This design comes from an exercise in tuning for small area, a short achievable clock period and few clock cycles on the open sky130 flow, not from production work. RTL that was checked went through simulation tests only; none was proved equivalent to the original. No functional check of the RTL was part of run 3.

==> design/flow/design.v <==
module neuron_pe #(
    parameter int N     = 6,
    parameter int BITS  = 16,
    parameter int FRAC  = 8
) (
    input  logic                  clk,
    input  logic                  rst_n,
    input  logic                  load_w,
    input  logic                  start,
    input  logic                  bp,
    input  logic [1:0]            act_sel,
    input  logic [N*BITS-1:0]     x,
    input  logic [N*BITS-1:0]     w,
    input  logic [BITS-1:0]       b,
    input  logic [BITS-1:0]       dz_in,
    input  logic [BITS-1:0]       w_in,
    input  logic [BITS-1:0]       lr,
    output logic                  busy,
    output logic                  done,
    output logic [BITS-1:0]       y,
    output logic [(N+1)*BITS-1:0] w_out
);
    typedef logic signed [15:0] word_t;
    function automatic word_t sadd(input word_t a, input word_t c);
        logic signed [16:0] s;
        s = {a[15], a} + {c[15], c};
        if (s[16] != s[15])
            sadd = {s[16], {15{~s[16]}}};
        else
            sadd = s[15:0];
    endfunction
    function automatic word_t act_gate(input logic [1:0] a, input logic neg,
                                       input word_t v);
        act_gate = v;
        if (neg && (a != 2'b00)) begin
            if (a == 2'b10)
                act_gate = v >>> 3;
            else
                act_gate = '0;
        end
    endfunction
    function automatic word_t mux1h7(input logic [6:0] s, input word_t d0,
                                     input word_t d1, input word_t d2,
                                     input word_t d3, input word_t d4,
                                     input word_t d5, input word_t d6);
        mux1h7 = ({16{s[0]}} & d0) | ({16{s[1]}} & d1) | ({16{s[2]}} & d2) |
                 ({16{s[3]}} & d3) | ({16{s[4]}} & d4) | ({16{s[5]}} & d5) |
                 ({16{s[6]}} & d6);
    endfunction
    logic         mode;        
    logic [4:0]   cnt;
    logic         zneg;
    logic [1:0]   act_r;
    word_t        store [0:6];
    word_t        xr    [0:5];
    word_t        lr_r;
    word_t        D;
    word_t        P;
    logic [23:0]  r0, r1;      
    logic         c8;
    logic [5:0]   sa_x;        
    logic         sa_p;        
    logic         sa_l;        
    logic [5:0]   sb_w;        
    logic         sb_d;        
    logic         sb_p;        
    logic         rot;         
    logic         s_d;         
    logic         s_b;         
    logic         f_acc;       
    logic         f_fin;       
    logic         b_g;         
    logic         b_t;         
    wire idle = ~busy;
    word_t opa, opb, prod, s_in1, sum;
    logic [23:0] n_r0, n_r1;
    logic        n_c8;
    always_comb begin
        opa = mux1h7({sa_l, sa_x}, xr[0], xr[1], xr[2], xr[3], xr[4], xr[5], lr_r)
            | ({16{sa_p}} & P);
        opb = mux1h7({sb_d, sb_w}, store[1], store[2], store[3], store[4],
                     store[5], store[6], D)
            | ({16{sb_p}} & P);
        s_in1 = ({16{s_b}} & store[0]) | ({16{s_d}} & D);
        sum = sadd(s_in1, prod);
    end
    np_pmul_s1 u_s1 (.a(opa), .b(opb), .r0(n_r0), .r1(n_r1), .c8(n_c8));
    np_pmul_s2 u_s2 (.r0(r0), .r1(r1), .c8(c8), .y(prod));
    logic       n_busy, n_mode, n_f, n_b;
    logic [4:0] n_cnt;
    always_comb begin
        if (idle) begin
            n_cnt  = '0;
            n_busy = start & ~load_w;
            n_mode = bp;
        end else begin
            n_cnt  = cnt + 5'd1;
            n_busy = ~done;
            n_mode = mode;
        end
        n_f = n_busy & ~n_mode;
        n_b = n_busy & n_mode;
    end
    logic [5:0] nb_x;
    logic       nb_ap, nb_al, nb_bd, nb_bp, nb_g, nb_t;
    logic       nb_u;
    always_comb begin
        nb_x  = '0;
        nb_ap = 1'b0; nb_al = 1'b0; nb_bd = 1'b0; nb_bp = 1'b0;
        nb_g  = 1'b0; nb_t  = 1'b0; nb_u  = 1'b0;
        case (n_cnt)
            5'd0:  begin nb_ap = 1'b1; nb_bd = 1'b1; end
            5'd1:  begin nb_g = 1'b1; end
            5'd2:  begin nb_al = 1'b1; nb_bd = 1'b1; end
            5'd3:  begin nb_x[0] = 1'b1; nb_bd = 1'b1; nb_u = 1'b1; end
            5'd4:  begin nb_x[1] = 1'b1; nb_bd = 1'b1; nb_t = 1'b1; end
            5'd5:  begin nb_al = 1'b1; nb_bp = 1'b1; nb_t = 1'b1; end
            5'd6:  begin nb_al = 1'b1; nb_bp = 1'b1; nb_u = 1'b1; end
            5'd7:  begin nb_x[2] = 1'b1; nb_bd = 1'b1; nb_u = 1'b1; end
            5'd8:  begin nb_x[3] = 1'b1; nb_bd = 1'b1; nb_t = 1'b1; end
            5'd9:  begin nb_al = 1'b1; nb_bp = 1'b1; nb_t = 1'b1; end
            5'd10: begin nb_al = 1'b1; nb_bp = 1'b1; nb_u = 1'b1; end
            5'd11: begin nb_x[4] = 1'b1; nb_bd = 1'b1; nb_u = 1'b1; end
            5'd12: begin nb_x[5] = 1'b1; nb_bd = 1'b1; nb_t = 1'b1; end
            5'd13: begin nb_al = 1'b1; nb_bp = 1'b1; nb_t = 1'b1; end
            5'd14: begin nb_al = 1'b1; nb_bp = 1'b1; nb_u = 1'b1; end
            5'd15: begin nb_u = 1'b1; end
            default: ;
        endcase
    end
    always_ff @(posedge clk or negedge rst_n) begin
        if (!rst_n) begin
            rot   <= 1'b0;
            f_fin <= 1'b0;
        end else begin
            rot   <= n_b && nb_u;
            f_fin <= n_f && n_cnt == 5'd6;
        end
    end
    always_ff @(posedge clk) begin
        for (int i = 0; i < 6; i++) begin
            sa_x[i] <= (n_f && n_cnt == 5'(i)) || (n_b && nb_x[i]);
            sb_w[i] <= n_f && n_cnt == 5'(i);
        end
        sa_p  <= n_b && nb_ap;
        sa_l  <= n_b && nb_al;
        sb_d  <= n_b && nb_bd;
        sb_p  <= n_b && nb_bp;
        s_d   <= n_f && n_cnt >= 5'd2;
        s_b   <= (n_f && n_cnt == 5'd1) || n_b;
        f_acc <= n_f && n_cnt >= 5'd1 && n_cnt <= 5'd5;
        b_g   <= n_b && nb_g;
        b_t   <= n_b && nb_t;
    end
    always_ff @(posedge clk) begin
        r0 <= n_r0;
        r1 <= n_r1;
        c8 <= n_c8;
        if (idle) begin
            for (int i = 0; i < 6; i++)
                xr[i] <= x[i*16 +: 16];
            lr_r  <= lr;
            act_r <= act_sel;
            D     <= dz_in;
            P     <= w_in;
        end else begin
            if (f_acc)
                D <= sum;
            else if (b_g)
                D <= act_gate(act_r, zneg, prod);
            if (b_t)
                P <= prod;
        end
    end
    always_ff @(posedge clk or negedge rst_n) begin
        if (!rst_n) begin
            busy <= 1'b0;
            done <= 1'b0;
            mode <= 1'b0;
            cnt  <= '0;
            zneg <= 1'b0;
            y    <= '0;
            for (int k = 0; k < 7; k++)
                store[k] <= '0;
        end else begin
            busy <= n_busy;
            mode <= n_mode;
            cnt  <= n_cnt;
            done <= f_fin || (busy && mode && cnt == 5'd15);
            if (f_fin) begin
                y    <= act_gate(act_r, sum[15], sum);
                zneg <= sum[15];
            end
            if (idle && load_w) begin
                store[0] <= b;
                for (int i = 0; i < 6; i++)
                    store[i + 1] <= w[i*16 +: 16];
            end
            if (rot) begin
                for (int k = 0; k < 6; k++)
                    store[k] <= store[k + 1];
                store[6] <= sum;
            end
        end
    end
    generate
        for (genvar k = 0; k <= 6; k++) begin : g_wout
            assign w_out[k*16 +: 16] = store[k];
        end
    endgenerate
endmodule
module np_pmul_s1 (
    input  logic [15:0] a,
    input  logic [15:0] b,
    output logic [23:0] r0,
    output logic [23:0] r1,
    output logic c8
);
    logic [16:0] bx;
    assign bx = {b, 1'b0};
    logic one0, two0, neg0;
    assign one0 = bx[1] ^ bx[0];
    assign two0 = (bx[2] & ~bx[1] & ~bx[0]) | (~bx[2] & bx[1] & bx[0]);
    assign neg0 = bx[2];
    logic [16:0] pp0;
    assign pp0[0] = ((one0 & a[0]) | (two0 & 1'b0)) ^ neg0;
    assign pp0[1] = ((one0 & a[1]) | (two0 & a[0])) ^ neg0;
    assign pp0[2] = ((one0 & a[2]) | (two0 & a[1])) ^ neg0;
    assign pp0[3] = ((one0 & a[3]) | (two0 & a[2])) ^ neg0;
    assign pp0[4] = ((one0 & a[4]) | (two0 & a[3])) ^ neg0;
    assign pp0[5] = ((one0 & a[5]) | (two0 & a[4])) ^ neg0;
    assign pp0[6] = ((one0 & a[6]) | (two0 & a[5])) ^ neg0;
    assign pp0[7] = ((one0 & a[7]) | (two0 & a[6])) ^ neg0;
    assign pp0[8] = ((one0 & a[8]) | (two0 & a[7])) ^ neg0;
    assign pp0[9] = ((one0 & a[9]) | (two0 & a[8])) ^ neg0;
    assign pp0[10] = ((one0 & a[10]) | (two0 & a[9])) ^ neg0;
    assign pp0[11] = ((one0 & a[11]) | (two0 & a[10])) ^ neg0;
    assign pp0[12] = ((one0 & a[12]) | (two0 & a[11])) ^ neg0;
    assign pp0[13] = ((one0 & a[13]) | (two0 & a[12])) ^ neg0;
    assign pp0[14] = ((one0 & a[14]) | (two0 & a[13])) ^ neg0;
    assign pp0[15] = ((one0 & a[15]) | (two0 & a[14])) ^ neg0;
    assign pp0[16] = ((one0 & a[15]) | (two0 & a[15])) ^ neg0;
    logic one1, two1, neg1;
    assign one1 = bx[3] ^ bx[2];
    assign two1 = (bx[4] & ~bx[3] & ~bx[2]) | (~bx[4] & bx[3] & bx[2]);
    assign neg1 = bx[4];
    logic [16:0] pp1;
    assign pp1[0] = ((one1 & a[0]) | (two1 & 1'b0)) ^ neg1;
    assign pp1[1] = ((one1 & a[1]) | (two1 & a[0])) ^ neg1;
    assign pp1[2] = ((one1 & a[2]) | (two1 & a[1])) ^ neg1;
    assign pp1[3] = ((one1 & a[3]) | (two1 & a[2])) ^ neg1;
    assign pp1[4] = ((one1 & a[4]) | (two1 & a[3])) ^ neg1;
    assign pp1[5] = ((one1 & a[5]) | (two1 & a[4])) ^ neg1;
    assign pp1[6] = ((one1 & a[6]) | (two1 & a[5])) ^ neg1;
    assign pp1[7] = ((one1 & a[7]) | (two1 & a[6])) ^ neg1;
    assign pp1[8] = ((one1 & a[8]) | (two1 & a[7])) ^ neg1;
    assign pp1[9] = ((one1 & a[9]) | (two1 & a[8])) ^ neg1;
    assign pp1[10] = ((one1 & a[10]) | (two1 & a[9])) ^ neg1;
    assign pp1[11] = ((one1 & a[11]) | (two1 & a[10])) ^ neg1;
    assign pp1[12] = ((one1 & a[12]) | (two1 & a[11])) ^ neg1;
    assign pp1[13] = ((one1 & a[13]) | (two1 & a[12])) ^ neg1;
    assign pp1[14] = ((one1 & a[14]) | (two1 & a[13])) ^ neg1;
    assign pp1[15] = ((one1 & a[15]) | (two1 & a[14])) ^ neg1;
    assign pp1[16] = ((one1 & a[15]) | (two1 & a[15])) ^ neg1;
    logic one2, two2, neg2;
    assign one2 = bx[5] ^ bx[4];
    assign two2 = (bx[6] & ~bx[5] & ~bx[4]) | (~bx[6] & bx[5] & bx[4]);
    assign neg2 = bx[6];
    logic [16:0] pp2;
    assign pp2[0] = ((one2 & a[0]) | (two2 & 1'b0)) ^ neg2;
    assign pp2[1] = ((one2 & a[1]) | (two2 & a[0])) ^ neg2;
    assign pp2[2] = ((one2 & a[2]) | (two2 & a[1])) ^ neg2;
    assign pp2[3] = ((one2 & a[3]) | (two2 & a[2])) ^ neg2;
    assign pp2[4] = ((one2 & a[4]) | (two2 & a[3])) ^ neg2;
    assign pp2[5] = ((one2 & a[5]) | (two2 & a[4])) ^ neg2;
    assign pp2[6] = ((one2 & a[6]) | (two2 & a[5])) ^ neg2;
    assign pp2[7] = ((one2 & a[7]) | (two2 & a[6])) ^ neg2;
    assign pp2[8] = ((one2 & a[8]) | (two2 & a[7])) ^ neg2;
    assign pp2[9] = ((one2 & a[9]) | (two2 & a[8])) ^ neg2;
    assign pp2[10] = ((one2 & a[10]) | (two2 & a[9])) ^ neg2;
    assign pp2[11] = ((one2 & a[11]) | (two2 & a[10])) ^ neg2;
    assign pp2[12] = ((one2 & a[12]) | (two2 & a[11])) ^ neg2;
    assign pp2[13] = ((one2 & a[13]) | (two2 & a[12])) ^ neg2;
    assign pp2[14] = ((one2 & a[14]) | (two2 & a[13])) ^ neg2;
    assign pp2[15] = ((one2 & a[15]) | (two2 & a[14])) ^ neg2;
    assign pp2[16] = ((one2 & a[15]) | (two2 & a[15])) ^ neg2;
    logic one3, two3, neg3;
    assign one3 = bx[7] ^ bx[6];
    assign two3 = (bx[8] & ~bx[7] & ~bx[6]) | (~bx[8] & bx[7] & bx[6]);
    assign neg3 = bx[8];
    logic [16:0] pp3;
    assign pp3[0] = ((one3 & a[0]) | (two3 & 1'b0)) ^ neg3;
    assign pp3[1] = ((one3 & a[1]) | (two3 & a[0])) ^ neg3;
    assign pp3[2] = ((one3 & a[2]) | (two3 & a[1])) ^ neg3;
    assign pp3[3] = ((one3 & a[3]) | (two3 & a[2])) ^ neg3;
    assign pp3[4] = ((one3 & a[4]) | (two3 & a[3])) ^ neg3;
    assign pp3[5] = ((one3 & a[5]) | (two3 & a[4])) ^ neg3;
    assign pp3[6] = ((one3 & a[6]) | (two3 & a[5])) ^ neg3;
    assign pp3[7] = ((one3 & a[7]) | (two3 & a[6])) ^ neg3;
    assign pp3[8] = ((one3 & a[8]) | (two3 & a[7])) ^ neg3;
    assign pp3[9] = ((one3 & a[9]) | (two3 & a[8])) ^ neg3;
    assign pp3[10] = ((one3 & a[10]) | (two3 & a[9])) ^ neg3;
    assign pp3[11] = ((one3 & a[11]) | (two3 & a[10])) ^ neg3;
    assign pp3[12] = ((one3 & a[12]) | (two3 & a[11])) ^ neg3;
    assign pp3[13] = ((one3 & a[13]) | (two3 & a[12])) ^ neg3;
    assign pp3[14] = ((one3 & a[14]) | (two3 & a[13])) ^ neg3;
    assign pp3[15] = ((one3 & a[15]) | (two3 & a[14])) ^ neg3;
    assign pp3[16] = ((one3 & a[15]) | (two3 & a[15])) ^ neg3;
    logic one4, two4, neg4;
    assign one4 = bx[9] ^ bx[8];
    assign two4 = (bx[10] & ~bx[9] & ~bx[8]) | (~bx[10] & bx[9] & bx[8]);
    assign neg4 = bx[10];
    logic [16:0] pp4;
    assign pp4[0] = ((one4 & a[0]) | (two4 & 1'b0)) ^ neg4;
    assign pp4[1] = ((one4 & a[1]) | (two4 & a[0])) ^ neg4;
    assign pp4[2] = ((one4 & a[2]) | (two4 & a[1])) ^ neg4;
    assign pp4[3] = ((one4 & a[3]) | (two4 & a[2])) ^ neg4;
    assign pp4[4] = ((one4 & a[4]) | (two4 & a[3])) ^ neg4;
    assign pp4[5] = ((one4 & a[5]) | (two4 & a[4])) ^ neg4;
    assign pp4[6] = ((one4 & a[6]) | (two4 & a[5])) ^ neg4;
    assign pp4[7] = ((one4 & a[7]) | (two4 & a[6])) ^ neg4;
    assign pp4[8] = ((one4 & a[8]) | (two4 & a[7])) ^ neg4;
    assign pp4[9] = ((one4 & a[9]) | (two4 & a[8])) ^ neg4;
    assign pp4[10] = ((one4 & a[10]) | (two4 & a[9])) ^ neg4;
    assign pp4[11] = ((one4 & a[11]) | (two4 & a[10])) ^ neg4;
    assign pp4[12] = ((one4 & a[12]) | (two4 & a[11])) ^ neg4;
    assign pp4[13] = ((one4 & a[13]) | (two4 & a[12])) ^ neg4;
    assign pp4[14] = ((one4 & a[14]) | (two4 & a[13])) ^ neg4;
    assign pp4[15] = ((one4 & a[15]) | (two4 & a[14])) ^ neg4;
    assign pp4[16] = ((one4 & a[15]) | (two4 & a[15])) ^ neg4;
    logic one5, two5, neg5;
    assign one5 = bx[11] ^ bx[10];
    assign two5 = (bx[12] & ~bx[11] & ~bx[10]) | (~bx[12] & bx[11] & bx[10]);
    assign neg5 = bx[12];
    logic [16:0] pp5;
    assign pp5[0] = ((one5 & a[0]) | (two5 & 1'b0)) ^ neg5;
    assign pp5[1] = ((one5 & a[1]) | (two5 & a[0])) ^ neg5;
    assign pp5[2] = ((one5 & a[2]) | (two5 & a[1])) ^ neg5;
    assign pp5[3] = ((one5 & a[3]) | (two5 & a[2])) ^ neg5;
    assign pp5[4] = ((one5 & a[4]) | (two5 & a[3])) ^ neg5;
    assign pp5[5] = ((one5 & a[5]) | (two5 & a[4])) ^ neg5;
    assign pp5[6] = ((one5 & a[6]) | (two5 & a[5])) ^ neg5;
    assign pp5[7] = ((one5 & a[7]) | (two5 & a[6])) ^ neg5;
    assign pp5[8] = ((one5 & a[8]) | (two5 & a[7])) ^ neg5;
    assign pp5[9] = ((one5 & a[9]) | (two5 & a[8])) ^ neg5;
    assign pp5[10] = ((one5 & a[10]) | (two5 & a[9])) ^ neg5;
    assign pp5[11] = ((one5 & a[11]) | (two5 & a[10])) ^ neg5;
    assign pp5[12] = ((one5 & a[12]) | (two5 & a[11])) ^ neg5;
    assign pp5[13] = ((one5 & a[13]) | (two5 & a[12])) ^ neg5;
    assign pp5[14] = ((one5 & a[14]) | (two5 & a[13])) ^ neg5;
    assign pp5[15] = ((one5 & a[15]) | (two5 & a[14])) ^ neg5;
    assign pp5[16] = ((one5 & a[15]) | (two5 & a[15])) ^ neg5;
    logic one6, two6, neg6;
    assign one6 = bx[13] ^ bx[12];
    assign two6 = (bx[14] & ~bx[13] & ~bx[12]) | (~bx[14] & bx[13] & bx[12]);
    assign neg6 = bx[14];
    logic [16:0] pp6;
    assign pp6[0] = ((one6 & a[0]) | (two6 & 1'b0)) ^ neg6;
    assign pp6[1] = ((one6 & a[1]) | (two6 & a[0])) ^ neg6;
    assign pp6[2] = ((one6 & a[2]) | (two6 & a[1])) ^ neg6;
    assign pp6[3] = ((one6 & a[3]) | (two6 & a[2])) ^ neg6;
    assign pp6[4] = ((one6 & a[4]) | (two6 & a[3])) ^ neg6;
    assign pp6[5] = ((one6 & a[5]) | (two6 & a[4])) ^ neg6;
    assign pp6[6] = ((one6 & a[6]) | (two6 & a[5])) ^ neg6;
    assign pp6[7] = ((one6 & a[7]) | (two6 & a[6])) ^ neg6;
    assign pp6[8] = ((one6 & a[8]) | (two6 & a[7])) ^ neg6;
    assign pp6[9] = ((one6 & a[9]) | (two6 & a[8])) ^ neg6;
    assign pp6[10] = ((one6 & a[10]) | (two6 & a[9])) ^ neg6;
    assign pp6[11] = ((one6 & a[11]) | (two6 & a[10])) ^ neg6;
    assign pp6[12] = ((one6 & a[12]) | (two6 & a[11])) ^ neg6;
    assign pp6[13] = ((one6 & a[13]) | (two6 & a[12])) ^ neg6;
    assign pp6[14] = ((one6 & a[14]) | (two6 & a[13])) ^ neg6;
    assign pp6[15] = ((one6 & a[15]) | (two6 & a[14])) ^ neg6;
    assign pp6[16] = ((one6 & a[15]) | (two6 & a[15])) ^ neg6;
    logic one7, two7, neg7;
    assign one7 = bx[15] ^ bx[14];
    assign two7 = (bx[16] & ~bx[15] & ~bx[14]) | (~bx[16] & bx[15] & bx[14]);
    assign neg7 = bx[16];
    logic [16:0] pp7;
    assign pp7[0] = ((one7 & a[0]) | (two7 & 1'b0)) ^ neg7;
    assign pp7[1] = ((one7 & a[1]) | (two7 & a[0])) ^ neg7;
    assign pp7[2] = ((one7 & a[2]) | (two7 & a[1])) ^ neg7;
    assign pp7[3] = ((one7 & a[3]) | (two7 & a[2])) ^ neg7;
    assign pp7[4] = ((one7 & a[4]) | (two7 & a[3])) ^ neg7;
    assign pp7[5] = ((one7 & a[5]) | (two7 & a[4])) ^ neg7;
    assign pp7[6] = ((one7 & a[6]) | (two7 & a[5])) ^ neg7;
    assign pp7[7] = ((one7 & a[7]) | (two7 & a[6])) ^ neg7;
    assign pp7[8] = ((one7 & a[8]) | (two7 & a[7])) ^ neg7;
    assign pp7[9] = ((one7 & a[9]) | (two7 & a[8])) ^ neg7;
    assign pp7[10] = ((one7 & a[10]) | (two7 & a[9])) ^ neg7;
    assign pp7[11] = ((one7 & a[11]) | (two7 & a[10])) ^ neg7;
    assign pp7[12] = ((one7 & a[12]) | (two7 & a[11])) ^ neg7;
    assign pp7[13] = ((one7 & a[13]) | (two7 & a[12])) ^ neg7;
    assign pp7[14] = ((one7 & a[14]) | (two7 & a[13])) ^ neg7;
    assign pp7[15] = ((one7 & a[15]) | (two7 & a[14])) ^ neg7;
    assign pp7[16] = ((one7 & a[15]) | (two7 & a[15])) ^ neg7;
    logic t1;
    logic t2;
    assign t1 = pp0[10] ^ pp1[8];
    assign t2 = pp0[10] & pp1[8];
    logic t3;
    logic t4;
    assign t3 = pp0[11] ^ pp1[9];
    assign t4 = pp0[11] & pp1[9];
    logic t5;
    logic t6;
    assign t5 = pp0[12] ^ pp1[10] ^ pp2[8];
    assign t6 = (pp0[12] & pp1[10]) | (pp0[12] & pp2[8]) | (pp1[10] & pp2[8]);
    logic t7;
    logic t8;
    assign t7 = pp3[6] ^ pp4[4];
    assign t8 = pp3[6] & pp4[4];
    logic t9;
    logic t10;
    assign t9 = pp0[13] ^ pp1[11] ^ pp2[9];
    assign t10 = (pp0[13] & pp1[11]) | (pp0[13] & pp2[9]) | (pp1[11] & pp2[9]);
    logic t11;
    logic t12;
    assign t11 = pp3[7] ^ pp4[5];
    assign t12 = pp3[7] & pp4[5];
    logic t13;
    logic t14;
    assign t13 = pp0[14] ^ pp1[12] ^ pp2[10];
    assign t14 = (pp0[14] & pp1[12]) | (pp0[14] & pp2[10]) | (pp1[12] & pp2[10]);
    logic t15;
    logic t16;
    assign t15 = pp3[8] ^ pp4[6] ^ pp5[4];
    assign t16 = (pp3[8] & pp4[6]) | (pp3[8] & pp5[4]) | (pp4[6] & pp5[4]);
    logic t17;
    logic t18;
    assign t17 = pp6[2] ^ pp7[0];
    assign t18 = pp6[2] & pp7[0];
    logic t19;
    logic t20;
    assign t19 = pp0[15] ^ pp1[13] ^ pp2[11];
    assign t20 = (pp0[15] & pp1[13]) | (pp0[15] & pp2[11]) | (pp1[13] & pp2[11]);
    logic t21;
    logic t22;
    assign t21 = pp3[9] ^ pp4[7] ^ pp5[5];
    assign t22 = (pp3[9] & pp4[7]) | (pp3[9] & pp5[5]) | (pp4[7] & pp5[5]);
    logic t23;
    logic t24;
    assign t23 = pp6[3] ^ pp7[1];
    assign t24 = pp6[3] & pp7[1];
    logic t25;
    logic t26;
    assign t25 = ~pp0[16] ^ pp1[14] ^ pp2[12];
    assign t26 = (~pp0[16] & pp1[14]) | (~pp0[16] & pp2[12]) | (pp1[14] & pp2[12]);
    logic t27;
    logic t28;
    assign t27 = pp3[10] ^ pp4[8] ^ pp5[6];
    assign t28 = (pp3[10] & pp4[8]) | (pp3[10] & pp5[6]) | (pp4[8] & pp5[6]);
    logic t29;
    logic t30;
    assign t29 = pp6[4] ^ pp7[2] ^ 1'b1;
    assign t30 = (pp6[4] & pp7[2]) | (pp6[4] & 1'b1) | (pp7[2] & 1'b1);
    logic t31;
    logic t32;
    assign t31 = pp1[15] ^ pp2[13] ^ pp3[11];
    assign t32 = (pp1[15] & pp2[13]) | (pp1[15] & pp3[11]) | (pp2[13] & pp3[11]);
    logic t33;
    logic t34;
    assign t33 = pp4[9] ^ pp5[7] ^ pp6[5];
    assign t34 = (pp4[9] & pp5[7]) | (pp4[9] & pp6[5]) | (pp5[7] & pp6[5]);
    logic t35;
    logic t36;
    assign t35 = pp7[3] ^ 1'b1;
    assign t36 = pp7[3] & 1'b1;
    logic t37;
    logic t38;
    assign t37 = ~pp1[16] ^ pp2[14] ^ pp3[12];
    assign t38 = (~pp1[16] & pp2[14]) | (~pp1[16] & pp3[12]) | (pp2[14] & pp3[12]);
    logic t39;
    logic t40;
    assign t39 = pp4[10] ^ pp5[8] ^ pp6[6];
    assign t40 = (pp4[10] & pp5[8]) | (pp4[10] & pp6[6]) | (pp5[8] & pp6[6]);
    logic t41;
    logic t42;
    assign t41 = pp2[15] ^ pp3[13] ^ pp4[11];
    assign t42 = (pp2[15] & pp3[13]) | (pp2[15] & pp4[11]) | (pp3[13] & pp4[11]);
    logic t43;
    logic t44;
    assign t43 = pp5[9] ^ pp6[7];
    assign t44 = pp5[9] & pp6[7];
    logic t45;
    logic t46;
    assign t45 = ~pp2[16] ^ pp3[14] ^ pp4[12];
    assign t46 = (~pp2[16] & pp3[14]) | (~pp2[16] & pp4[12]) | (pp3[14] & pp4[12]);
    logic t47;
    logic t48;
    assign t47 = pp3[15] ^ pp4[13];
    assign t48 = pp3[15] & pp4[13];
    logic t49;
    logic t50;
    assign t49 = pp0[6] ^ pp1[4];
    assign t50 = pp0[6] & pp1[4];
    logic t51;
    logic t52;
    assign t51 = pp0[7] ^ pp1[5];
    assign t52 = pp0[7] & pp1[5];
    logic t53;
    logic t54;
    assign t53 = pp0[8] ^ pp1[6] ^ pp2[4];
    assign t54 = (pp0[8] & pp1[6]) | (pp0[8] & pp2[4]) | (pp1[6] & pp2[4]);
    logic t55;
    logic t56;
    assign t55 = pp3[2] ^ pp4[0];
    assign t56 = pp3[2] & pp4[0];
    logic t57;
    logic t58;
    assign t57 = pp0[9] ^ pp1[7] ^ pp2[5];
    assign t58 = (pp0[9] & pp1[7]) | (pp0[9] & pp2[5]) | (pp1[7] & pp2[5]);
    logic t59;
    logic t60;
    assign t59 = pp3[3] ^ pp4[1];
    assign t60 = pp3[3] & pp4[1];
    logic t61;
    logic t62;
    assign t61 = t1 ^ pp2[6] ^ pp3[4];
    assign t62 = (t1 & pp2[6]) | (t1 & pp3[4]) | (pp2[6] & pp3[4]);
    logic t63;
    logic t64;
    assign t63 = pp4[2] ^ pp5[0] ^ neg5;
    assign t64 = (pp4[2] & pp5[0]) | (pp4[2] & neg5) | (pp5[0] & neg5);
    logic t65;
    logic t66;
    assign t65 = t2 ^ t3 ^ pp2[7];
    assign t66 = (t2 & t3) | (t2 & pp2[7]) | (t3 & pp2[7]);
    logic t67;
    logic t68;
    assign t67 = pp3[5] ^ pp4[3] ^ pp5[1];
    assign t68 = (pp3[5] & pp4[3]) | (pp3[5] & pp5[1]) | (pp4[3] & pp5[1]);
    logic t69;
    logic t70;
    assign t69 = t4 ^ t5 ^ t7;
    assign t70 = (t4 & t5) | (t4 & t7) | (t5 & t7);
    logic t71;
    logic t72;
    assign t71 = pp5[2] ^ pp6[0] ^ neg6;
    assign t72 = (pp5[2] & pp6[0]) | (pp5[2] & neg6) | (pp6[0] & neg6);
    logic t73;
    logic t74;
    assign t73 = t6 ^ t8 ^ t9;
    assign t74 = (t6 & t8) | (t6 & t9) | (t8 & t9);
    logic t75;
    logic t76;
    assign t75 = t11 ^ pp5[3] ^ pp6[1];
    assign t76 = (t11 & pp5[3]) | (t11 & pp6[1]) | (pp5[3] & pp6[1]);
    logic t77;
    logic t78;
    assign t77 = t10 ^ t12 ^ t13;
    assign t78 = (t10 & t12) | (t10 & t13) | (t12 & t13);
    logic t79;
    logic t80;
    assign t79 = t15 ^ t17 ^ neg7;
    assign t80 = (t15 & t17) | (t15 & neg7) | (t17 & neg7);
    logic t81;
    logic t82;
    assign t81 = t14 ^ t16 ^ t18;
    assign t82 = (t14 & t16) | (t14 & t18) | (t16 & t18);
    logic t83;
    logic t84;
    assign t83 = t19 ^ t21 ^ t23;
    assign t84 = (t19 & t21) | (t19 & t23) | (t21 & t23);
    logic t85;
    logic t86;
    assign t85 = t20 ^ t22 ^ t24;
    assign t86 = (t20 & t22) | (t20 & t24) | (t22 & t24);
    logic t87;
    logic t88;
    assign t87 = t25 ^ t27 ^ t29;
    assign t88 = (t25 & t27) | (t25 & t29) | (t27 & t29);
    logic t89;
    logic t90;
    assign t89 = t26 ^ t28 ^ t30;
    assign t90 = (t26 & t28) | (t26 & t30) | (t28 & t30);
    logic t91;
    logic t92;
    assign t91 = t31 ^ t33 ^ t35;
    assign t92 = (t31 & t33) | (t31 & t35) | (t33 & t35);
    logic t93;
    logic t94;
    assign t93 = t32 ^ t34 ^ t36;
    assign t94 = (t32 & t34) | (t32 & t36) | (t34 & t36);
    logic t95;
    logic t96;
    assign t95 = t37 ^ t39 ^ pp7[4];
    assign t96 = (t37 & t39) | (t37 & pp7[4]) | (t39 & pp7[4]);
    logic t97;
    logic t98;
    assign t97 = t38 ^ t40 ^ t41;
    assign t98 = (t38 & t40) | (t38 & t41) | (t40 & t41);
    logic t99;
    logic t100;
    assign t99 = t43 ^ pp7[5] ^ 1'b1;
    assign t100 = (t43 & pp7[5]) | (t43 & 1'b1) | (pp7[5] & 1'b1);
    logic t101;
    logic t102;
    assign t101 = t42 ^ t44 ^ t45;
    assign t102 = (t42 & t44) | (t42 & t45) | (t44 & t45);
    logic t103;
    logic t104;
    assign t103 = pp5[10] ^ pp6[8] ^ pp7[6];
    assign t104 = (pp5[10] & pp6[8]) | (pp5[10] & pp7[6]) | (pp6[8] & pp7[6]);
    logic t105;
    logic t106;
    assign t105 = t46 ^ t47 ^ pp5[11];
    assign t106 = (t46 & t47) | (t46 & pp5[11]) | (t47 & pp5[11]);
    logic t107;
    logic t108;
    assign t107 = pp6[9] ^ pp7[7] ^ 1'b1;
    assign t108 = (pp6[9] & pp7[7]) | (pp6[9] & 1'b1) | (pp7[7] & 1'b1);
    logic t109;
    logic t110;
    assign t109 = t48 ^ ~pp3[16] ^ pp4[14];
    assign t110 = (t48 & ~pp3[16]) | (t48 & pp4[14]) | (~pp3[16] & pp4[14]);
    logic t111;
    logic t112;
    assign t111 = pp5[12] ^ pp6[10] ^ pp7[8];
    assign t112 = (pp5[12] & pp6[10]) | (pp5[12] & pp7[8]) | (pp6[10] & pp7[8]);
    logic t113;
    logic t114;
    assign t113 = pp4[15] ^ pp5[13] ^ pp6[11];
    assign t114 = (pp4[15] & pp5[13]) | (pp4[15] & pp6[11]) | (pp5[13] & pp6[11]);
    logic t115;
    logic t116;
    assign t115 = pp7[9] ^ 1'b1;
    assign t116 = pp7[9] & 1'b1;
    logic t117;
    logic t118;
    assign t117 = ~pp4[16] ^ pp5[14] ^ pp6[12];
    assign t118 = (~pp4[16] & pp5[14]) | (~pp4[16] & pp6[12]) | (pp5[14] & pp6[12]);
    logic t119;
    logic t120;
    assign t119 = pp5[15] ^ pp6[13];
    assign t120 = pp5[15] & pp6[13];
    logic t121;
    logic t122;
    assign t121 = pp0[4] ^ pp1[2];
    assign t122 = pp0[4] & pp1[2];
    logic t123;
    logic t124;
    assign t123 = pp0[5] ^ pp1[3];
    assign t124 = pp0[5] & pp1[3];
    logic t125;
    logic t126;
    assign t125 = t49 ^ pp2[2] ^ pp3[0];
    assign t126 = (t49 & pp2[2]) | (t49 & pp3[0]) | (pp2[2] & pp3[0]);
    logic t127;
    logic t128;
    assign t127 = t50 ^ t51 ^ pp2[3];
    assign t128 = (t50 & t51) | (t50 & pp2[3]) | (t51 & pp2[3]);
    logic t129;
    logic t130;
    assign t129 = t52 ^ t53 ^ t55;
    assign t130 = (t52 & t53) | (t52 & t55) | (t53 & t55);
    logic t131;
    logic t132;
    assign t131 = t54 ^ t56 ^ t57;
    assign t132 = (t54 & t56) | (t54 & t57) | (t56 & t57);
    logic t133;
    logic t134;
    assign t133 = t58 ^ t60 ^ t61;
    assign t134 = (t58 & t60) | (t58 & t61) | (t60 & t61);
    logic t135;
    logic t136;
    assign t135 = t62 ^ t64 ^ t65;
    assign t136 = (t62 & t64) | (t62 & t65) | (t64 & t65);
    logic t137;
    logic t138;
    assign t137 = t66 ^ t68 ^ t69;
    assign t138 = (t66 & t68) | (t66 & t69) | (t68 & t69);
    logic t139;
    logic t140;
    assign t139 = t70 ^ t72 ^ t73;
    assign t140 = (t70 & t72) | (t70 & t73) | (t72 & t73);
    logic t141;
    logic t142;
    assign t141 = t74 ^ t76 ^ t77;
    assign t142 = (t74 & t76) | (t74 & t77) | (t76 & t77);
    logic t143;
    logic t144;
    assign t143 = t78 ^ t80 ^ t81;
    assign t144 = (t78 & t80) | (t78 & t81) | (t80 & t81);
    logic t145;
    logic t146;
    assign t145 = t82 ^ t84 ^ t85;
    assign t146 = (t82 & t84) | (t82 & t85) | (t84 & t85);
    logic t147;
    logic t148;
    assign t147 = t86 ^ t88 ^ t89;
    assign t148 = (t86 & t88) | (t86 & t89) | (t88 & t89);
    logic t149;
    logic t150;
    assign t149 = t90 ^ t92 ^ t93;
    assign t150 = (t90 & t92) | (t90 & t93) | (t92 & t93);
    logic t151;
    logic t152;
    assign t151 = t94 ^ t96 ^ t97;
    assign t152 = (t94 & t96) | (t94 & t97) | (t96 & t97);
    logic t153;
    logic t154;
    assign t153 = t98 ^ t100 ^ t101;
    assign t154 = (t98 & t100) | (t98 & t101) | (t100 & t101);
    logic t155;
    logic t156;
    assign t155 = t102 ^ t104 ^ t105;
    assign t156 = (t102 & t104) | (t102 & t105) | (t104 & t105);
    logic t157;
    logic t158;
    assign t157 = t106 ^ t108 ^ t109;
    assign t158 = (t106 & t108) | (t106 & t109) | (t108 & t109);
    logic t159;
    logic t160;
    assign t159 = t110 ^ t112 ^ t113;
    assign t160 = (t110 & t112) | (t110 & t113) | (t112 & t113);
    logic t161;
    logic t162;
    assign t161 = t114 ^ t116 ^ t117;
    assign t162 = (t114 & t116) | (t114 & t117) | (t116 & t117);
    logic t163;
    logic t164;
    assign t163 = t118 ^ t119 ^ pp7[11];
    assign t164 = (t118 & t119) | (t118 & pp7[11]) | (t119 & pp7[11]);
    logic t165;
    logic t166;
    assign t165 = t120 ^ ~pp5[16] ^ pp6[14];
    assign t166 = (t120 & ~pp5[16]) | (t120 & pp6[14]) | (~pp5[16] & pp6[14]);
    logic t167;
    logic t168;
    assign t167 = pp6[15] ^ pp7[13];
    assign t168 = pp6[15] & pp7[13];
    logic t169;
    logic t170;
    assign t169 = pp0[2] ^ pp1[0];
    assign t170 = pp0[2] & pp1[0];
    logic t171;
    logic t172;
    assign t171 = pp0[3] ^ pp1[1];
    assign t172 = pp0[3] & pp1[1];
    logic t173;
    logic t174;
    assign t173 = t121 ^ pp2[0] ^ neg2;
    assign t174 = (t121 & pp2[0]) | (t121 & neg2) | (pp2[0] & neg2);
    logic t175;
    logic t176;
    assign t175 = t122 ^ t123 ^ pp2[1];
    assign t176 = (t122 & t123) | (t122 & pp2[1]) | (t123 & pp2[1]);
    logic t177;
    logic t178;
    assign t177 = t124 ^ t125 ^ neg3;
    assign t178 = (t124 & t125) | (t124 & neg3) | (t125 & neg3);
    logic t179;
    logic t180;
    assign t179 = t126 ^ t127 ^ pp3[1];
    assign t180 = (t126 & t127) | (t126 & pp3[1]) | (t127 & pp3[1]);
    logic t181;
    logic t182;
    assign t181 = t128 ^ t129 ^ neg4;
    assign t182 = (t128 & t129) | (t128 & neg4) | (t129 & neg4);
    logic t183;
    logic t184;
    assign t183 = t130 ^ t131 ^ t59;
    assign t184 = (t130 & t131) | (t130 & t59) | (t131 & t59);
    logic t185;
    logic t186;
    assign t185 = t132 ^ t133 ^ t63;
    assign t186 = (t132 & t133) | (t132 & t63) | (t133 & t63);
    logic t187;
    logic t188;
    assign t187 = t134 ^ t135 ^ t67;
    assign t188 = (t134 & t135) | (t134 & t67) | (t135 & t67);
    logic t189;
    logic t190;
    assign t189 = t136 ^ t137 ^ t71;
    assign t190 = (t136 & t137) | (t136 & t71) | (t137 & t71);
    logic t191;
    logic t192;
    assign t191 = t138 ^ t139 ^ t75;
    assign t192 = (t138 & t139) | (t138 & t75) | (t139 & t75);
    logic t193;
    logic t194;
    assign t193 = t140 ^ t141 ^ t79;
    assign t194 = (t140 & t141) | (t140 & t79) | (t141 & t79);
    logic t195;
    logic t196;
    assign t195 = t142 ^ t143 ^ t83;
    assign t196 = (t142 & t143) | (t142 & t83) | (t143 & t83);
    logic t197;
    logic t198;
    assign t197 = t144 ^ t145 ^ t87;
    assign t198 = (t144 & t145) | (t144 & t87) | (t145 & t87);
    logic t199;
    logic t200;
    assign t199 = t146 ^ t147 ^ t91;
    assign t200 = (t146 & t147) | (t146 & t91) | (t147 & t91);
    logic t201;
    logic t202;
    assign t201 = t148 ^ t149 ^ t95;
    assign t202 = (t148 & t149) | (t148 & t95) | (t149 & t95);
    logic t203;
    logic t204;
    assign t203 = t150 ^ t151 ^ t99;
    assign t204 = (t150 & t151) | (t150 & t99) | (t151 & t99);
    logic t205;
    logic t206;
    assign t205 = t152 ^ t153 ^ t103;
    assign t206 = (t152 & t153) | (t152 & t103) | (t153 & t103);
    logic t207;
    logic t208;
    assign t207 = t154 ^ t155 ^ t107;
    assign t208 = (t154 & t155) | (t154 & t107) | (t155 & t107);
    logic t209;
    logic t210;
    assign t209 = t156 ^ t157 ^ t111;
    assign t210 = (t156 & t157) | (t156 & t111) | (t157 & t111);
    logic t211;
    logic t212;
    assign t211 = t158 ^ t159 ^ t115;
    assign t212 = (t158 & t159) | (t158 & t115) | (t159 & t115);
    logic t213;
    logic t214;
    assign t213 = t160 ^ t161 ^ pp7[10];
    assign t214 = (t160 & t161) | (t160 & pp7[10]) | (t161 & pp7[10]);
    logic t215;
    logic t216;
    assign t215 = t162 ^ t163 ^ 1'b1;
    assign t216 = (t162 & t163) | (t162 & 1'b1) | (t163 & 1'b1);
    logic t217;
    logic t218;
    assign t217 = t164 ^ t165 ^ pp7[12];
    assign t218 = (t164 & t165) | (t164 & pp7[12]) | (t165 & pp7[12]);
    logic t219;
    logic t220;
    assign t219 = t166 ^ t167 ^ 1'b1;
    assign t220 = (t166 & t167) | (t166 & 1'b1) | (t167 & 1'b1);
    logic t221;
    logic t222;
    assign t221 = t168 ^ ~pp6[16] ^ pp7[14];
    assign t222 = (t168 & ~pp6[16]) | (t168 & pp7[14]) | (~pp6[16] & pp7[14]);
    logic t223;
    logic t224;
    assign t223 = pp7[15] ^ 1'b1;
    assign t224 = pp7[15] & 1'b1;
    logic [31:0] s0, s1;
    logic [8:0] lo;
    assign s0 = {1'b1, t224, t222, t220, t218, t216, t214, t212, t210, t208, t206, t204, t202, t200, t198, t196, t194, t192, t190, t188, t186, t184, t182, t180, t178, t176, t174, t172, t170, t169, pp0[1], pp0[0]};
    assign s1 = {1'b0, ~pp7[16], t223, t221, t219, t217, t215, t213, t211, t209, t207, t205, t203, t201, t199, t197, t195, t193, t191, t189, t187, t185, t183, t181, t179, t177, t175, t173, t171, neg1, 1'b0, neg0};
    assign lo = {1'b0, s0[7:0]} + {1'b0, s1[7:0]};
    assign r0 = s0[31:8];
    assign r1 = s1[31:8];
    assign c8 = lo[8];
endmodule
module np_pmul_s2 (
    input  logic [23:0] r0,
    input  logic [23:0] r1,
    input  logic        c8,
    output logic [15:0] y
);
    logic [23:0] p;
    assign p = r0 + r1 + {23'd0, c8};
    wire ovf = ~((&p[23:15]) | ~(|p[23:15]));
    assign y = ovf ? {p[23], {15{~p[23]}}} : p[15:0];
endmodule
==> design/flow/flow/run.sh <==
#!/bin/bash
# Layout flow: the standard ORFS flow (standard synthesis unchanged), with
# the port buffers that global placement inserts made plain buf_1 cells
# instead of the default delay buffers. Every port still gets its buffer.
set -euo pipefail
export BUFFER_PORTS_ARGS="-buffer_cell sky130_fd_sc_hd__buf_1"
bash standard.sh > standard.log 2>&1
==> design/flow/standard.sh <==
#!/bin/bash
# synth_recipe.tcl (not shown) runs the flow's synth.tcl, then flattens the netlist and writes it again
# the make line also repeats each setting of config.mk as NAME=value (left out here)
make -C /OpenROAD-flow-scripts/flow DESIGN_CONFIG=/design/flow/config.mk WORK_HOME=/design/flow/orfs CLKGATE_MAP_FILE= SYNTH_SCRIPT=/design/flow/synth_recipe.tcl "${@:-finish}"
==> design/flow/config.mk <==
export PLATFORM = sky130hd
export DESIGN_NAME = neuron_pe
export DESIGN_NICKNAME = neuron_pe
export VERILOG_FILES = /design/flow/design.v
export SDC_FILE = /design/flow/constraint.sdc
export NUM_CORES = 4
export LEC_CHECK = 0
export ABC_AREA = 1
export CAP_MARGIN = 20
export CORE_MARGIN = 2
export CORE_UTILIZATION = 40
export CTS_CLUSTER_DIAMETER = 80
export CTS_CLUSTER_SIZE = 30
export GPL_ROUTABILITY_DRIVEN = 0
export SLEW_MARGIN = 70
==> design/flow/constraint.sdc <==
create_clock -name core_clock -period 22.0 [get_ports {clk}]
set_input_delay 4.4000 -clock core_clock [delete_from_list [all_inputs] [get_ports {clk}]]
set_output_delay 4.4000 -clock core_clock [all_outputs]
set_load 0.01 [all_outputs]
==> flow_metrics.tcl, run 1 <==
set metrics [dict create \
    wire_per_inst_um 22.0 \
    clockBufferDepth 3 \
    synth_cell_types 58 \
    netlist_area_mm2 0.0225 \
    synthAdderAreaFrac_pct 11.8 \
    cp_common_cell "nand2_1" \
    dpl_worst_slack_ns 15.83 \
    synth_edf_count 146 \
    final_common_cell "nand2_1" \
    cp_data_required_time_ns 22.27 \
    grt.total_usage_pct 27.6 \
    slew_headroom_pct 68.4 \
    rsz0062_at_grt "no" \
    io_pins 393 \
    arrival_ns 6.04 \
    end_kind "register" \
    worst_pin_slew_ns 0.475 \
    slowest_delay_ns 0.54 \
    yosysSeqAreaShare_pct 41.0 \
    rr_worst_depth 28 \
    overflow 0 \
    grt_first_pass_wirelength_mm 121 \
    clkSinkCount 353 \
    initial_core_util_pct 40.7 \
    critPathSlowestCell "fa_1" \
    final_util_pct 46.5 \
    dieArea_mm2 0.0581 \
    max_freq_mhz 173 \
    fin_nets 3376 \
    worst-path-max-fanout 22 \
    clkTransAtPathRegs_ns 0.10 \
    root_buffer "clkbuf_16" \
    synthesis.nets 3040 \
    timing.final.crit_share_pct 26.2 \
    holdCritStartpoint "y[2]" \
    die_w_um 241 \
    worstHoldPathType "reg2reg" \
    r2r_setup_slack_ns 16.23 \
    setup_violations 0 \
    worst-setup-path-type "reg2reg" \
    maxCapViolations 0 \
    clock_latency_ns 0.57 \
    cts_tree "yes" \
    std_cell_rows 86 \
    syn2layout_area_growth_pct 14.2 \
    post_cts_buffers 0 \
    antenna_found_initial 3 \
    finalSetupTns_ns 0 \
    synth_xor_area_share_pct 6.00 \
    fin_ws_ns 16.23 \
    netlist_instances 2617 \
    htree_num_levels 1 \
    finalCriticalPeriod_ns 5.77 \
    whs_endpoint "y[2]" \
    synthMuxAreaShare_pct 0 \
    synth-seq-cells 353 \
    cts_resized 0 \
    chipHeight_um 241 \
    start_kind "register" \
    cts_buffers 21 \
    grt_pass1_vias 19800 \
    port_buffers 392 \
    final_cell_area_mm2 0.0257 \
    hpwl_mm 63.9 \
    synth_warnings 3 \
    vias 20700 \
    drive_gt1_share_pct 7.58 \
    vias_per_cell 5.56 \
    ant_nets 0 \
    hold_viol 0 \
    drc 0 \
    synthSimpleGateAreaFrac_pct 18.4 \
    fill_cells 5479 \
    synth_top_family_by_area "simple AND/OR/NAND/NOR gates" \
    core-area_mm2 0.0553 \
    syn-mean-instance-area_um2 8.60 \
    seqCellArea_mm2 0.00926 \
    dp_cells 3675 \
    worstReg2RegEnd "D[14]" \
    wl_mm 81.7 \
    hold_ws_ns 0.499 \
    dominantRegCellSynth "edfxtp_1" \
    holdPathStages 2 \
    r2r-start "r0[0]" \
    cts_hold_buf 0 \
    synthArstFlopShare_pct 39.4 \
    skew_ns 0.0316 \
    firstDrtPassIters 6 \
    slew_violations 0 \
    stdcell_count 3718 \
    final_cell_mix "nand2_1, buf_1, inv_1" \
    multi_input_area_mm2 0.0115 \
    place_area_mm2 0.0249 \
    status "timing/DRC/antenna clean" \
    synth_compound_area_share_pct 14.3 \
    drt-initial-drc-count 2115 \
    grt_start_max_net_pins 63 \
]
cell type report:
cell class / count / share of cell area (%)
clock inverters: 15 / 0.691
flip-flops and latches: 353 / 36.0
diodes: 3 / 0.0292
inverters: 343 / 5.09
repair buffers: 441 / 7.64
multi-input cells: 1793 / 44.8
well taps: 748 / 3.64
clock buffers: 22 / 2.06
logic make-up after synthesis:
group,after synthesis
simple gates,983
flops,353
fa+ha+maj,160
compound gates,496
xor+xnor,154
buf+inv,471
how the worst max path moves through the flow:
stage | start | to | slack, ns | cells after the start
CTS | store[6][14] | w_out[110] | 16.29 | 1
detailed placement | load_w | store[1][3] | 15.83 | 10
floorplan | load_w | store[1][11] | 16.33 | 9
finish | r0[0] | D[14] | 16.23 | 28
global placement | load_w | store[0][4] | 15.59 | 9
global route | r0[0] | D[11] | 15.85 | 32
worst max-delay path: cells and delay by family, from the launching register on:
kind | cells | cell delay (ns)
and+or+nand+nor | 19 | 2.44
DFF | 1 | 0.33
adders and majority gates | 4 | 1.69
AOI/OAI and AO/OA | 5 | 1.03
registers in the layout, summed over array words and instances (netlist names), 2 cells and up:
register	flops
D	16
P	16
act_r	2
cnt	5
lr_r	16
r0	23
r1	23
sa_x	6
sb_w	6
store	112
xr	96
y	16
synthesized netlist by cell type, types with 6 or more instances:
library cell	n	area share (%)
o21ai_0	72	1.6
buf_2	40	0.89
dfxtp_1	68	6.1
a221oi_2	8	0.53
a221oi_1	21	0.82
buf_1	6	0.10
dfrtp_1	139	15
fa_1	86	7.7
o22ai_2	10	0.56
nor2_1	180	3.0
edfxtp_1	146	19
buf_4	13	0.43
o211ai_1	28	0.93
a22o_1	9	0.35
o21ai_1	11	0.24
nand3_1	74	1.6
nand2_2	21	0.58
a21oi_1	82	1.8
xnor2_1	18	0.70
nand2_4	6	0.30
nor2_2	13	0.36
ha_1	74	4.1
xor2_1	136	5.3
clkbuf_1	64	1.1
inv_1	328	5.5
a22oi_1	6	0.20
a31oi_1	33	0.92
o22ai_1	196	5.5
nand4_1	35	0.97
nor3_1	10	0.22
inv_2	12	0.20
nand2_1	620	10
per-layer routing:
layer  track usage (%)  vias to the layer above  part of all wire [%]
met5                 0                        -                     0
met4              9.43                        0                   3.8
met3              4.80                      169                   9.0
met2              43.3                     1083                    45
met1              38.5                    10100                    42
li1                  -                     9387                     -
Testbench counts, summed over its fixed seeds: cycles 10,392.
==> inputs of run 2 (changes only) <==
--- a/design/flow/config.mk
+++ b/design/flow/config.mk
@@ -11,5 +11,5 @@
 export CORE_UTILIZATION = 40
 export CTS_CLUSTER_DIAMETER = 80
 export CTS_CLUSTER_SIZE = 30
-export GPL_ROUTABILITY_DRIVEN = 0
+export PLACE_DENSITY = 0.7
 export SLEW_MARGIN = 70
==> run 2 against run 1 <==
Setup slack got worse by 0.0037 ns; still clean on timing, DRC and antenna; synthesized area stayed put; first-iteration DRC count is 2.7% lower; worst hold slack about the same; clock-buffer cell count up 3; register-to-register slack about the same; via count is 0.21% lower; global-route usage down 0.74 points; flip-flop and latch count stayed put.
==> flow_metrics.tcl, run 2 <==
set metrics [dict create \
    clock_latency_ns 0.57 \
    overflow 0 \
    final_util_pct 46.8 \
    largest_register "store" \
    max_freq_mhz 173 \
    synth_warnings 3 \
    synth_compound_area_share_pct 14.3 \
    stdcell_count 3728 \
    worst-path-max-fanout 24 \
    ant_nets 0 \
    final_cell_area_mm2 0.0259 \
    netlist_instances 2617 \
    clkTransAtPathRegs_ns 0.09 \
    drive_gt1_share_pct 7.73 \
    arrival_ns 6.08 \
    htree_num_levels 1 \
    yosysTopAreaCell "edfxtp_1" \
    core-area_mm2 0.0553 \
    firstDrtPassIters 8 \
    largest_registers "store x112, xr x96" \
    hpwl_mm 62.4 \
    worst-path-stages 32 \
    synthesis.nets 3040 \
    wl_mm 79.7 \
    start_kind "register" \
    dieArea_mm2 0.0581 \
    synth_edf_count 146 \
    slew_violations 0 \
    synth_area_leaders "edfxtp_1, dfrtp_1, nand2_1" \
    rr_worst_depth 32 \
    synthAdderAreaFrac_pct 11.8 \
    largest_reg_flops 112 \
    vias_per_cell 5.54 \
    timing.critical_path.buf_inv 2 \
    drt-initial-drc-count 2058 \
    path_delay_family "simple AND/OR/NAND/NOR gates" \
    yosysSeqAreaShare_pct 41.0 \
    dominantRegCellSynth "edfxtp_1" \
    drc 0 \
    cts_resized 0 \
    cts_tree "yes" \
    netlist_area_mm2 0.0225 \
    fill_cells 5446 \
    post_cts_buffers 0 \
    status "timing/DRC/antenna clean" \
    port_buffers 392 \
    final_cell_mix "nand2_1, buf_1, inv_1" \
    grt_pass1_vias 19500 \
    maxCapViolations 0 \
    skew_ns 0.0276 \
    dp_cells 3681 \
    rsz0062_at_grt "no" \
    place_area_mm2 0.0250 \
    clockBufferDepth 3 \
    holdPathStages 2 \
    end_kind "register" \
    std_cell_rows 86 \
    clkSinkCount 353 \
    syn2layout_area_growth_pct 15.0 \
    grt_first_pass_wirelength_mm 118 \
    grt.total_usage_pct 26.8 \
    synthTopCellsByCount "nand2_1, inv_1, o22ai_1, nor2_1, edfxtp_1" \
    worst_pin_slew_ns 0.489 \
    synth_top_family_by_area "simple AND/OR/NAND/NOR gates" \
    synth_most_common_cell "nand2_1" \
    cts_buffers 22 \
    antenna_found_initial 8 \
    io_pins 393 \
    finalSetupTns_ns 0 \
    yosys.area.top_type_share_pct 19.5 \
    initial_core_util_pct 40.7 \
    synthSimpleGateAreaFrac_pct 18.4 \
    root_buffer "clkbuf_16" \
    worstHoldPathType "reg2reg" \
    synth_xor_area_share_pct 6.00 \
    wire_per_inst_um 21.4 \
    timing.final.crit_share_pct 26.3 \
    chipHeight_um 241 \
    syn-mean-instance-area_um2 8.60 \
    cp_data_required_time_ns 22.31 \
    grt_start_max_net_pins 80 \
    setup_violations 0 \
    cts_hold_buf 0 \
    synth_cell_types 58 \
    critPathSlowestCell "fa_1" \
    vias 20600 \
    gp_congestion 0.954 \
    slew_headroom_pct 67.1 \
    final_common_cell "nand2_1" \
    fin_nets 3382 \
    slowest_delay_ns 0.54 \
    synthMuxAreaShare_pct 0 \
    synthArstFlopShare_pct 39.4 \
    finalCriticalPeriod_ns 5.78 \
    synth-seq-cells 353 \
    cp_common_cell "nand2_1" \
    hold_viol 0 \
    die_w_um 241 \
    worst-setup-path-type "reg2reg" \
]
-- run 2: per-layer routing --
metal  global-route usage, %  vias up  routed length (µm)
met4                    9.05        6                3110
met1                    36.8     9910               32700
li1                        -     9418                   -
met3                    5.63      193                7920
met2                    42.2     1119               35900
met5                       0        -                  39
-- run 2: worst paths after layout --
kind / startpoint / to / slack, ns
max: r0[0] / D[4] / 16.22
min: y[2] / y[2] / 0.50
max reg2reg: r0[0] / D[4] / 16.22
min reg2reg: y[2] / y[2] / 0.50
max in group asynchronous: rst_n / store[5][10] / 16.99
min in group asynchronous: rst_n / y[12] / 3.72
-- run 2: kinds of logic after synthesis --
| kind of cell | after synthesis |
|---|---|
| AOI/OAI and AO/OA | 496 |
| xor gates and xnor gates | 154 |
| buffers and inverters | 471 |
| DFF | 353 |
| adders and majority gates | 160 |
| and+or+nand+nor | 983 |
-- run 2: worst min-delay path: stages (launching register included) --
cell and delay, ns:
dfrtp_1 0.35, nand2_1 0.05, nand2_1 0.06
-- run 2: metrics by stage --
stage	worst slack [ns]	hold slack [ns]
2_1_floorplan	16.33	0.468
3_3_place_gp	15.59	0.464
3_5_place_dp	15.82	0.478
4_1_cts	16.29	0.499
5_1_grt	15.82	0.525
6_report	16.22	0.499
-- run 2: layout make-up --
cell class                      count  area [µm²]  area share, %
Sequential cell                   353        9260           35.8
Antenna cell                        5        12.5         0.0484
Clock buffer                       25         583           2.25
Tap cell                          748         936           3.62
Clock inverter                     15         189          0.731
Timing Repair Buffer              446        2060           7.96
Inverter                          343        1310           5.08
Multi-Input combinational cell   1793       11500           44.5
==> inputs of run 3 (changes only) <==
--- a/design/flow/design.v
+++ b/design/flow/design.v
@@ -54,7 +54,8 @@
     word_t        store [0:6];
     word_t        xr    [0:5];
     word_t        lr_r;
-    word_t        D;
+    word_t        D;           
+    word_t        ACC;         
     word_t        P;
     logic [23:0]  r0, r1;      
     logic         c8;
@@ -81,7 +82,7 @@
         opb = mux1h7({sb_d, sb_w}, store[1], store[2], store[3], store[4],
                      store[5], store[6], D)
             | ({16{sb_p}} & P);
-        s_in1 = ({16{s_b}} & store[0]) | ({16{s_d}} & D);
+        s_in1 = ({16{s_b}} & store[0]) | ({16{s_d}} & ACC);
         sum = sadd(s_in1, prod);
     end
     np_pmul_s1 u_s1 (.a(opa), .b(opb), .r0(n_r0), .r1(n_r1), .c8(n_c8));
@@ -153,6 +154,8 @@
         b_t   <= n_b && nb_t;
     end
     always_ff @(posedge clk) begin
+        if (f_acc)
+            ACC <= sum;
         r0 <= n_r0;
         r1 <= n_r1;
         c8 <= n_c8;
@@ -164,9 +167,7 @@
             D     <= dz_in;
             P     <= w_in;
         end else begin
-            if (f_acc)
-                D <= sum;
-            else if (b_g)
+            if (b_g)
                 D <= act_gate(act_r, zneg, prod);
             if (b_t)
                 P <= prod;
--- a/design/flow/config.mk
+++ b/design/flow/config.mk
@@ -11,5 +11,4 @@
 export CORE_UTILIZATION = 40
 export CTS_CLUSTER_DIAMETER = 80
 export CTS_CLUSTER_SIZE = 30
-export PLACE_DENSITY = 0.7
 export SLEW_MARGIN = 70
==> run 3 against run 2 <==
Critical path type unchanged; flip-flop and latch count grew 16; critical endpoint is now y[3]; still clean on timing, DRC and antenna; die area shrank 0.35%; global-route usage grew 1.1 points; utilization grew 0.40 points; via count shrank 2.1%; synthesized cell count shrank 3.4%.
==> flow_metrics.tcl, run 3 <==
set metrics [dict create \
    hpwl_mm 64.2 \
    clkSinkCount 369 \
    core-area_mm2 0.0552 \
    yosysSeqAreaShare_pct 43.3 \
    antenna_found_initial 8 \
    largest_reg_flops 112 \
    synthesis.nets 2950 \
    worst_pin_slew_ns 0.528 \
    slew_headroom_pct 64.6 \
    netlist_area_mm2 0.0224 \
    io_pins 393 \
    synth_most_common_cell "nand2_1" \
    synthTopCellsByCount "nand2_1, inv_1, o22ai_1, nor2_1, edfxtp_1" \
    stdcell_count 3638 \
    fin_nets 3288 \
    critPathSlowestCell "fa_1" \
    netlist_instances 2527 \
    drive_gt1_share_pct 7.56 \
    r2r-start "r0[0]" \
    slew_violations 0 \
    synth_cell_types 56 \
    htree_num_levels 1 \
    largest_register "store" \
    vias 20200 \
    yosys.area.top_type_share_pct 21.7 \
    clkTransAtPathRegs_ns 0.09 \
    port_buffers 392 \
    setup_violations 0 \
    holdCritStartpoint "done" \
    worst-setup-path-type "reg2reg" \
    worstHoldPathType "reg2reg" \
    status "timing/DRC/antenna clean" \
    cts_hold_buf 0 \
    cts_buffers 25 \
    cp_data_required_time_ns 22.49 \
    rsz0062_at_grt "no" \
    grt_start_max_net_pins 71 \
    holdPathStages 1 \
    r2r_setup_slack_ns 16.19 \
    finalCriticalPeriod_ns 5.81 \
    arrival_ns 6.30 \
    wl_mm 82.2 \
    cts_resized 0 \
    synth_warnings 3 \
    worstReg2RegEnd "y[3]" \
    maxCapViolations 0 \
    wire_per_inst_um 22.6 \
    grt_first_pass_wirelength_mm 121 \
    synth-seq-cells 369 \
    max_freq_mhz 172 \
    vias_per_cell 5.56 \
    ant_nets 0 \
    worst-path-max-fanout 15 \
    path_delay_family "simple AND/OR/NAND/NOR gates" \
    slowest_delay_ns 0.49 \
    clock_latency_ns 0.60 \
    start_kind "register" \
    syn-mean-instance-area_um2 8.87 \
    skew_ns 0.0290 \
    final_cell_mix "nand2_1, buf_1, inv_1" \
    end_kind "register" \
    hold_viol 0 \
    whs_endpoint "busy" \
    post_cts_buffers 0 \
    rr_worst_depth 32 \
    yosysTopAreaCell "edfxtp_1" \
    clockBufferDepth 3 \
    final_common_cell "nand2_1" \
    grt_pass1_vias 19500 \
    cp_common_cell "nand2_1" \
    synth_edf_count 162 \
    gp_congestion 1.02 \
    timing.final.crit_share_pct 26.4 \
    die_w_um 241 \
    initial_core_util_pct 40.6 \
    cts_tree "yes" \
    largest_registers "store x112, xr x96" \
    syn2layout_area_growth_pct 16.1 \
    finalSetupTns_ns 0 \
    std_cell_rows 86 \
    firstDrtPassIters 6 \
    drt-initial-drc-count 2033 \
    dieArea_mm2 0.0579 \
    dp_cells 3584 \
    chipHeight_um 241 \
    dominantRegCellSynth "edfxtp_1" \
    root_buffer "clkbuf_16" \
    synth_area_leaders "edfxtp_1, dfrtp_1, nand2_1" \
    grt.total_usage_pct 27.9 \
    synthArstFlopShare_pct 37.7 \
    timing.critical_path.buf_inv 1 \
    drc 0 \
    overflow 0 \
]
run 3: cell type report:
cell class	count	area [µm²]
Sequential cell	369	9740
Inverter	289	1110
Clock buffer	26	629
Tap cell	748	936
Clock inverter	19	318
Timing Repair Buffer	439	2000
Multi-Input combinational cell	1741	11300
Fill cell	5410	29200
Antenna cell	7	17.5
run 3: how the worst max path moves through the flow:
| stage | from | end | slack, ns | depth (start not counted) |
|---|---|---|---|---|
| floorplan | load_w | sa_x[4] | 16.49 | 10 |
| global placement | load_w | store[6][8] | 15.20 | 7 |
| detailed placement | load_w | sa_l | 15.92 | 11 |
| CTS | store[0][13] | w_out[13] | 16.23 | 1 |
| global route | r0[0] | y[1] | 15.72 | 32 |
| finish | r0[0] | y[3] | 16.19 | 32 |
run 3: cell families (layout without fill, tap and decap cells):
| logic type | after synthesis | after routing | synth area share [%] |
|---|---|---|---|
| compound gates | 477 | 477 | 13.3 |
| xor+xnor | 154 | 154 | 6.13 |
| flops | 369 | 369 | 43.3 |
| simple gates | 949 | 949 | 18.0 |
| mux | 1 | 1 | 0.0447 |
| other cells | 0 | 7 | 0 |
| buf+inv | 417 | 773 | 7.42 |
| fa+ha+maj | 160 | 160 | 11.8 |
run 3: metal layers:
layer  vias up  share of wire (%)  GRT usage (%)
met1      9790                 41           38.0
met5         -               0.14           1.09
met3       168                9.8           6.19
li1       9187                  -              -
met2      1066                 45           43.5
met4         6                4.0           10.4
run 3: per-stage QoR:
stage          utilization [%]  hold WS [ns]  worst slack [ns]  cell area (µm²)
3_5_place_dp              45.3         0.496             15.92            25000
4_1_cts                   47.0         0.519             16.23            26000
3_3_place_gp              44.5         0.493             15.20            24500
5_1_grt                   47.2         0.551             15.72            26000
6_report                  47.2         0.517             16.19            26000
2_1_floorplan                -         0.488             16.49            22400

[port drivers added, routing unchanged]
The results above use ideal ports. As a check the final layouts listed here were re-extracted and re-timed, cells and wires unchanged. Step 1, drivers: a clkbuf_16 drives clk and a buf_2 each remaining input, both assumed. Step 2, shift: input delay + t, output delay - t, t = (earliest + latest rising clock arrival at the registers) / 2. This alone moves slack from input paths to output paths. a / b / c = no drivers / after step 1 / after step 2; a / b = the first two.
| run | shift t [ns] | setup WS [ns] | worst setup path after step 2 | clock arrival spread, ns | pins driven straight from the clock port |
|---|---|---|---|---|---|
| run 1 | 0.611 | 16.229 / 16.225 / 15.757 | input to register | 0.034 / 0.033 | 1 |
| run 2 | 0.620 | 16.225 / 16.225 / 15.740 | input to register | 0.030 / 0.030 | 1 |
| run 3 | 0.643 | 16.188 / 16.177 / 15.856 | input to register | 0.030 / 0.030 | 1 |
After both steps setup and hold are still met in every run listed. For run 2, which loses most, drivers alone change the setup slack by 0.000 ns; drivers and shift together by -0.485 ns.
